From an optimization exercise on the open Yosys and OpenROAD flow, aimed at small area; shortcuts taken in it are not production practice.
Where RTL was checked, it was by simulation tests only, not by an equivalence proof against the original.
Power figures rest on the tool's default switching activity, not on a simulated workload.

== trial 58 ==
==> flow/design.v <==
`timescale 1ns/1ps
module rl_lj_force_accumulator #(
  parameter int DATA_WIDTH              = 32,
  parameter int REF_PARTICLE_NUM        = 100,
  parameter int REF_RAM_ADDR_WIDTH      = 7,
  parameter int NEIGHBOR_PARTICLE_NUM   = 100,
  parameter int NEIGHBOR_RAM_ADDR_WIDTH = 7,
  parameter int ACC_WIDTH               = 48,
  parameter int FRAC_BITS               = 24
) (
  input  logic                          clk,
  input  logic                          rst,
  input  logic                          start,
  input  logic                          force_valid,
  input  logic [DATA_WIDTH-1:0]         force_x,
  input  logic [DATA_WIDTH-1:0]         force_y,
  input  logic [DATA_WIDTH-1:0]         force_z,
  input  logic                          pipeline_done,
  output logic [ACC_WIDTH-1:0]          acc_x,
  output logic [ACC_WIDTH-1:0]          acc_y,
  output logic [ACC_WIDTH-1:0]          acc_z,
  output logic [REF_RAM_ADDR_WIDTH-1:0] acc_addr,
  output logic                          acc_wren,
  output logic                          overflow,
  output logic                          count_error,
  output logic                          done
);
  localparam logic [NEIGHBOR_RAM_ADDR_WIDTH-1:0] NBR_LAST =
    NEIGHBOR_RAM_ADDR_WIDTH'(NEIGHBOR_PARTICLE_NUM - 1);
  localparam logic [REF_RAM_ADDR_WIDTH-1:0] REF_LAST =
    REF_RAM_ADDR_WIDTH'(REF_PARTICLE_NUM - 1);
  logic                               run_r;
  logic [NEIGHBOR_RAM_ADDR_WIDTH-1:0] nbr_r;
  logic [REF_RAM_ADDR_WIDTH-1:0]      wref_r;
  logic                               v_r, chk_r, first, last;
  logic                               wren_r, ovf_r, cerr_r, done_r;
  logic                               accept, early, nbr_last;
  logic [2:0]                         sat_c, sum_o;
  logic [ACC_WIDTH-1:0]               clamped [3];
  assign accept   = run_r & force_valid & ~pipeline_done;
  assign early    = run_r & pipeline_done;
  assign nbr_last = (nbr_r == NBR_LAST);
  assign first    = v_r & (nbr_r == NEIGHBOR_RAM_ADDR_WIDTH'(1));
  assign last     = v_r & (nbr_r == '0);
  lj_axis u_x (.clk, .accept, .first(first), .f(force_x), .sat(sat_c[0]),
               .out_of_range(sum_o[0]), .acc(clamped[0]));
  lj_axis u_y (.clk, .accept, .first(first), .f(force_y), .sat(sat_c[1]),
               .out_of_range(sum_o[1]), .acc(clamped[1]));
  lj_axis u_z (.clk, .accept, .first(first), .f(force_z), .sat(sat_c[2]),
               .out_of_range(sum_o[2]), .acc(clamped[2]));
  always_ff @(posedge clk) begin
    if (rst || start) begin
      run_r   <= !rst;
      nbr_r   <= '0;
      wref_r  <= '0;
      v_r     <= 1'b0;
      chk_r   <= 1'b0;
      wren_r  <= 1'b0;
      ovf_r   <= 1'b0;
      cerr_r  <= 1'b0;
      done_r  <= 1'b0;
    end else begin
      v_r     <= accept;
      chk_r   <= v_r & ~early;
      wren_r  <= last & ~early;
      ovf_r   <= overflow | (v_r & ~early & (|sat_c));
      cerr_r  <= cerr_r | early;
      done_r  <= early | (wren_r & (wref_r == REF_LAST));
      wref_r  <= wref_r + REF_RAM_ADDR_WIDTH'(wren_r);
      if (early) begin
        run_r <= 1'b0;
      end else if (accept) begin
        if (nbr_last) begin
          nbr_r <= '0;
          if (wref_r == REF_LAST) run_r <= 1'b0;
        end else begin
          nbr_r <= nbr_r + 1'b1;
        end
      end
    end
  end
  assign acc_x       = clamped[0];
  assign acc_y       = clamped[1];
  assign acc_z       = clamped[2];
  assign acc_addr    = wref_r;
  assign acc_wren    = wren_r;
  assign overflow    = ovf_r | (chk_r & (|sum_o));
  assign count_error = cerr_r;
  assign done        = done_r;
endmodule
module lj_axis (
  input  logic        clk,
  input  logic        accept,         
  input  logic        first,          
  input  logic [31:0] f,
  output logic        sat,            
  output logic        out_of_range,   
  output logic [47:0] acc             
);
  logic [7:0]  e;
  logic [5:0]  r_in, r_r;
  logic        s_r;
  logic [22:0] m_r;
  logic [47:0] wide;
  logic [48:0] a_r, base, t, sum;
  logic        pos, neg;
  assign e = f[30:23];
  always_comb begin
    if (!accept || e <= 8'd102) r_in = 6'd47;
    else if (e >= 8'd150)       r_in = 6'd63;
    else                        r_in = 6'(8'd149 - e);
  end
  always_ff @(posedge clk) begin
    r_r <= r_in;
    s_r <= f[31];
    m_r <= f[22:0];
  end
  assign sat  = r_r[5] & r_r[4];
  assign wide = {1'b0, 1'b1, m_r, 23'd0} >> r_r;
  assign t    = {s_r, s_r, (sat ? {47{1'b1}} : wide[46:0]) ^ {47{s_r}}};
  assign pos = ~a_r[48] & a_r[47];
  assign neg = a_r[48] & (~a_r[47] | (a_r[46:0] == 47'd0));
  assign out_of_range = pos | neg;
  assign acc  = pos ? {1'b0, {47{1'b1}}} : neg ? {1'b1, {46{1'b0}}, 1'b1} : a_r[47:0];
  assign base = first ? 49'd0 : {acc[47], acc};
  logic [4:0] rc;
  always_comb begin
    rc[0] = s_r;
    for (int i = 0; i < 4; i++) begin
      sum[i] = base[i] ^ t[i] ^ rc[i];
      rc[i+1] = (base[i] & t[i]) | (rc[i] & (base[i] ^ t[i]));
    end
  end
  lj_add #(.N(45)) u_add (.a(base[48:4]), .b(t[48:4]), .cin(rc[4]), .s(sum[48:4]));
  always_ff @(posedge clk) a_r <= sum;
endmodule
module lj_add #(parameter int N = 49) (
  input  logic [N-1:0] a,
  input  logic [N-1:0] b,
  input  logic         cin,
  output logic [N-1:0] s
);
  localparam int M = N + 1;
  localparam int L = 6;   
  logic [M-1:0] g, p;
  logic [M-1:0] gg [0:2*L];
  logic [M-1:0] pp [0:2*L];
  always_comb begin
    g = {a & b, cin};
    p = {a ^ b, 1'b0};
    gg[0] = g;
    pp[0] = p;
    for (int l = 0; l < L; l++) begin
      gg[l+1] = gg[l];
      pp[l+1] = pp[l];
      for (int i = 0; i < M; i++)
        if (((i + 1) % (2 << l)) == 0) begin
          gg[l+1][i] = gg[l][i] | (pp[l][i] & gg[l][i - (1 << l)]);
          pp[l+1][i] = pp[l][i] & pp[l][i - (1 << l)];
        end
    end
    for (int l = L - 2; l >= 0; l--) begin
      gg[2*L-1-l] = gg[2*L-2-l];
      pp[2*L-1-l] = pp[2*L-2-l];
      for (int i = 0; i < M; i++)
        if (((i + 1) % (2 << l)) == (1 << l) && i >= (2 << l)) begin
          gg[2*L-1-l][i] = gg[2*L-2-l][i] | (pp[2*L-2-l][i] & gg[2*L-2-l][i - (1 << l)]);
          pp[2*L-1-l][i] = pp[2*L-2-l][i] & pp[2*L-2-l][i - (1 << l)];
        end
    end
    for (int i = 0; i < N; i++) s[i] = p[i+1] ^ gg[2*L-1][i];
  end
endmodule
clock: 7.0 ns
lec_check: 0
cap_margin: 20
core_margin: 2
core_utilization: 60
cts_buf_list: sky130_fd_sc_hd__clkbuf_4
cts_cluster_diameter: 50
cts_cluster_size: 8
slew_margin: 20
standard.sh (not shown) runs the stock make flow with config.mk's settings and CLKGATE_MAP_FILE= SYNTH_SCRIPT=/design/flow/synth_recipe.tcl, a recipe that flattens the netlist after the stock synthesis.
==> flow/flow/run.sh <==
#!/bin/bash
# The standard layout (standard.sh) with two changes:
#  * synthesis maps the logic with an area-oriented ABC script (flow/area.abc);
#  * the port buffers use the smallest buffer cell, sky130_fd_sc_hd__buf_1.
# Each make run's full output goes to its own log file in the work folder.
set -euo pipefail
export MY_ABC_SCRIPT="$PWD/flow/area.abc"
bash standard.sh "SYNTH_SCRIPT=$PWD/flow/synth.tcl" \
  "BUFFER_PORTS_ARGS=-buffer_cell sky130_fd_sc_hd__buf_1" finish > make_finish.log 2>&1
==> flow/flow/area.abc <==
strash
&get -n
&st
&syn2
&dch -f
&nf -p -a -F 8 -A 8
&put
strash
dch -f
amap -F 4 -A 8
topo
stime -c
buffer -c
upsize -c
dnsize -c
==> flow/flow/synth.tcl <==
# The standard synthesis script (synth_recipe.tcl), except that Yosys's abc call
# uses the area-oriented ABC script in MY_ABC_SCRIPT instead of ORFS's speed script.
proc synth {args} { yosys synth -nofsm -noshare {*}$args }
proc abc {args} {
  set i [lsearch -exact $args -script]
  if { $i >= 0 } { set args [lreplace $args $i [expr {$i + 1}] -script $::env(MY_ABC_SCRIPT)] }
  yosys abc {*}$args
}
source $::env(SCRIPTS_DIR)/synth.tcl
# left out here: clear keep_hierarchy, flatten, clean up, hide names made inside functions, write 1_2_yosys.v
--- input diff trial 58..trial 20 ---
diff --git a/flow/design.v b/flow/design.v
--- a/flow/design.v
+++ b/flow/design.v
@@ -124,13 +124,5 @@
   assign acc  = pos ? {1'b0, {47{1'b1}}} : neg ? {1'b1, {46{1'b0}}, 1'b1} : a_r[47:0];
   assign base = first ? 49'd0 : {acc[47], acc};
-  logic [4:0] rc;
-  always_comb begin
-    rc[0] = s_r;
-    for (int i = 0; i < 4; i++) begin
-      sum[i] = base[i] ^ t[i] ^ rc[i];
-      rc[i+1] = (base[i] & t[i]) | (rc[i] & (base[i] ^ t[i]));
-    end
-  end
-  lj_add #(.N(45)) u_add (.a(base[48:4]), .b(t[48:4]), .cin(rc[4]), .s(sum[48:4]));
+  lj_add #(.N(49)) u_add (.a(base), .b(t), .cin(s_r), .s(sum));
   always_ff @(posedge clk) a_r <= sum;
 endmodule
Trial 20 finished every stage and its layout cleared the timing, DRC and antenna checks.
Area after synthesis, trial 58 and trial 20: higher on trial 20
Taking trial 20 over trial 58, the non-clock buffer count ratio works out to 0.838.
[compare] base=trial 58 new=trial 20: global placer's final weighted congestion +4.0%; routed length on met3 -14%; worst setup slack after layout +0.38 ns; utilization -2.7 points; maximum fanout encountered on the critical timing path +22.
In trial 20 the fraction of area in registers turned out 0.33 points higher than in trial 58.
Against trial 58, trial 20 comes in 1 higher on number of clock buffers in the layout.
Higher internal power contribution was reported by trial 58, not trial 20.
Trial 58 vs trial 20, last element of the critical path: u_y.a_r[47] vs u_z.a_r[46]
Function not checked in trial 58: the RTL went through the layout flow alone.

-- port drivers added, routing unchanged --
How much do the figures lean on ideal ports? The routed layouts below were timed once more, with nothing changed but the port constraints. Step 1, drivers: a clkbuf_16 drives clk and a buf_2 each remaining input, both assumed. Step 2 moves the port delays by t, midway between the first and last clock arrival at a register: inputs arrive t later, outputs are due t later. That takes back most of the time a late clock gives input paths. Slacks: ideal ports / drivers / drivers and shift; pairs: ideal ports / drivers.
| run | shift t [ns] | setup WS [ns] | pins driven straight from the clock port |
|---|---|---|---|
| trial 58 | 0.817 | 0.204 / 0.204 / 0.204 | 1 |
| trial 20 | 0.821 | 0.586 / 0.586 / 0.586 | 1 |
After both steps setup and hold are still met in every run listed.
